This is an optimization exercise on Yosys and OpenROAD, whose aim is a short achievable clock period and few clock cycles per item, not a production implementation.
Only simulation tests tie the RTL to the original design; equivalence was not proved.
No activity file was given, so power comes from the tool's default toggle rates.

==> wip/cedar <==
Design huff_len_top, start of the top module:
module huff_len_top
(
	input  logic                   clk,
	input  logic                   rstN,
	input  logic                   start,
	output logic                   done,
	output logic                   tree_rd,
	output logic [9-1:0]  tree_addr,
	input  logic [9-1:0]  tree_parent,
	input  logic [4-1:0]   rd_addr,
	output logic [9-1:0]   rd_count
);
==> module tree_tracer, before the edit <==
module tree_tracer
(
	input  logic                   clk,
	input  logic                   rstN,
	input  logic                   start,
	output logic                   tree_rd,
	output logic [9-1:0]  tree_addr,
	input  logic [9-1:0]  tree_parent,
	output logic                   len_valid,
	output logic [4-1:0]   len_idx,
	output logic                   len_over,
	output logic                   trace_done
);
	localparam logic [9-1:0] LAST_LEAF = 256 - 1;
	localparam logic [4:0]            DEPTH_MAX = 15;
	localparam logic [4:0]            DEPTH_SAT = 15 + 1;
	huff_len_pkg::trace_state_t             state;
	huff_len_pkg::trace_state_t             state_nxt;
	logic [9-1:0]    leaf_cnt;
	logic [4:0]               depth;
	logic                     parent_zero;
	logic                     last_leaf;
	logic [9-1:0]    leaf_nxt;
	assign leaf_nxt = leaf_cnt + 1'b1;
	assign parent_zero = (tree_parent == '0);
	assign last_leaf   = (leaf_cnt == LAST_LEAF);
	always_comb
	begin
		tree_rd   = 1'b0;
		tree_addr = leaf_cnt;
		case (state)
			huff_len_pkg::TR_IDLE:
			begin
				tree_rd   = 1'b1;
				tree_addr = '0;
			end
			huff_len_pkg::TR_READ_LEAF, huff_len_pkg::TR_NEXT_LEAF:
			begin
				tree_rd = 1'b1;
			end
			huff_len_pkg::TR_WALK:
			begin
				tree_rd   = !parent_zero || !last_leaf;
				tree_addr = parent_zero ? leaf_nxt : tree_parent;
			end
			default:
			begin
				tree_rd = 1'b0;
			end
		endcase
	end
	assign len_valid  = (state == huff_len_pkg::TR_WALK) && parent_zero && (depth != '0);
	assign len_over   = len_valid && (depth > DEPTH_MAX);
	assign len_idx    = (depth > DEPTH_MAX) ? DEPTH_MAX[4-1:0] : depth[4-1:0];
	assign trace_done = (state == huff_len_pkg::TR_DONE);
	always_comb
	begin
		state_nxt = state;
		case (state)
			huff_len_pkg::TR_IDLE:
			begin
				if (start)
					state_nxt = huff_len_pkg::TR_WALK;
			end
			huff_len_pkg::TR_READ_LEAF, huff_len_pkg::TR_NEXT_LEAF:
			begin
				state_nxt = huff_len_pkg::TR_WALK;
			end
			huff_len_pkg::TR_WALK:
			begin
				if (parent_zero && last_leaf)
					state_nxt = huff_len_pkg::TR_DONE;
			end
			default:
			begin
				state_nxt = huff_len_pkg::TR_IDLE;
			end
		endcase
	end
	always_ff @(posedge clk or negedge rstN)
	begin
		if (!rstN)
		begin
			state    <= huff_len_pkg::TR_IDLE;
			leaf_cnt <= '0;
			depth    <= '0;
		end
		else
		begin
			state <= state_nxt;
			if (state == huff_len_pkg::TR_IDLE && start)
			begin
				leaf_cnt <= '0;
				depth    <= '0;
			end
			else if (state == huff_len_pkg::TR_WALK)
			begin
				if (parent_zero)
				begin
					depth <= '0;
					if (!last_leaf)
						leaf_cnt <= leaf_cnt + 1'b1;
				end
				else if (depth != DEPTH_SAT)
				begin
					depth <= depth + 1'b1;
				end
			end
		end
	end
endmodule
make LEC_CHECK=0 CAP_MARGIN=20 CORE_MARGIN=2 CORE_UTILIZATION=40 SLEW_MARGIN=20 finish   # period 6.5 ns
run.sh (not shown) runs the stock make flow with config.mk's settings and CLKGATE_MAP_FILE= SYNTH_SCRIPT=/design/flow/synth_recipe.tcl, a recipe that flattens the netlist after the stock synthesis.
==> inputs of wip/sierra, as changes to wip/cedar <==
--- a/flow/design.v
+++ b/flow/design.v
@@ -45,8 +45,6 @@
 	logic [4:0]               depth;
 	logic                     parent_zero;
 	logic                     last_leaf;
-	logic [9-1:0]    leaf_nxt;
-	assign leaf_nxt = leaf_cnt + 1'b1;
 	assign parent_zero = (tree_parent == '0);
 	assign last_leaf   = (leaf_cnt == LAST_LEAF);
 	always_comb
@@ -54,19 +52,14 @@
 		tree_rd   = 1'b0;
 		tree_addr = leaf_cnt;
 		case (state)
-			huff_len_pkg::TR_IDLE:
-			begin
-				tree_rd   = 1'b1;
-				tree_addr = '0;
-			end
 			huff_len_pkg::TR_READ_LEAF, huff_len_pkg::TR_NEXT_LEAF:
 			begin
 				tree_rd = 1'b1;
 			end
 			huff_len_pkg::TR_WALK:
 			begin
-				tree_rd   = !parent_zero || !last_leaf;
-				tree_addr = parent_zero ? leaf_nxt : tree_parent;
+				tree_rd   = !parent_zero;
+				tree_addr = tree_parent;
 			end
 			default:
 			begin
@@ -85,7 +78,7 @@
 			huff_len_pkg::TR_IDLE:
 			begin
 				if (start)
-					state_nxt = huff_len_pkg::TR_WALK;
+					state_nxt = huff_len_pkg::TR_READ_LEAF;
 			end
 			huff_len_pkg::TR_READ_LEAF, huff_len_pkg::TR_NEXT_LEAF:
 			begin
@@ -93,8 +86,8 @@
 			end
 			huff_len_pkg::TR_WALK:
 			begin
-				if (parent_zero && last_leaf)
-					state_nxt = huff_len_pkg::TR_DONE;
+				if (parent_zero)
+					state_nxt = last_leaf ? huff_len_pkg::TR_DONE : huff_len_pkg::TR_NEXT_LEAF;
 			end
 			default:
 			begin
==> comparison table <==
quantity                                                                wip/cedar         wip/sierra
Total combinational power                                                 7.24 mW            5.97 mW
Area growth from synthesis to layout                                        10.3%              8.75%
Async set-or-reset flop fraction in the synthesized netlist                 95.1%              95.2%
Multi-input logic cell count                                                2,105              1,992
DR iter-0 viols                                                             4,369              3,820
Count of sequential standard cells                                            185                186
Clock network area share                                                    3.13%              2.87%
Per-instance average area after synthesis                                7.35 um2           7.69 um2
Starting density of the core                                                40.6%              40.5%
Metal3 WL                                                                 20.5 mm            16.3 mm
Total power after layout                                                  11.0 mW            9.03 mW
Routed metal-1 wire length                                                44.5 mm            44.0 mm
Non-clk invs                                                                   42                 38
Tot GR Track Use                                                            50.2%              46.1%
Status                                                   timing/DRC/antenna clean  timing/DRC/antenna clean
Fraction of power consumed by combinational cells                           65.5%              66.1%
Worst Setup Slack post-DPL                                                1100 ps            1300 ps
Post-place instance area                                               20,200 um2         19,900 um2
Sequential standard cell area                                            4590 um2           4620 um2
Hold_sp                                                      u_tracer.leaf_cnt[8]  u_tracer.state[2]
Hold path endpoint                                           u_tracer.leaf_cnt[8]  u_tracer.state[1]
Number of global-route vias before repair                                  22,300             20,300
Multiplexer share of the synthesized area                                   5.41%              10.3%
Cell-internal power                                                       4.17 mW            3.56 mW
Testbench counts of wip/cedar, summed over its fixed seeds: cycles 115,918, trees 48.
Testbench counts of wip/sierra, summed over its fixed seeds: cycles 128,206, trees 48.

## re-timing with driven ports
How much do the figures lean on ideal ports? The routed layouts below were timed once more, with nothing changed but the port constraints. Step 1 assumes that a clkbuf_16 drives the clock port and a buf_2 every other input. Step 2 also shifts input and output timing later by t, the mid clock arrival at the registers, as if the neighbouring blocks saw the same clock. Three values: ideal, step 1, step 2; two values: the first two.
| run | t (ns) | slack for setup (ns) | worst hold slack (ns) | worst setup path at the end | worst register clock-pin slew, ns |
|---|---|---|---|---|---|
| wip/cedar | 0.569 | 1.024 / 1.024 / 1.024 | 0.553 / 0.553 / 0.553 | register to register | 0.09 / 0.09 |
| wip/sierra | 0.574 | 1.231 / 1.231 / 1.231 | 0.518 / 0.518 / 0.518 | register to register | 0.10 / 0.10 |
After both steps setup and hold are still met in every run listed.
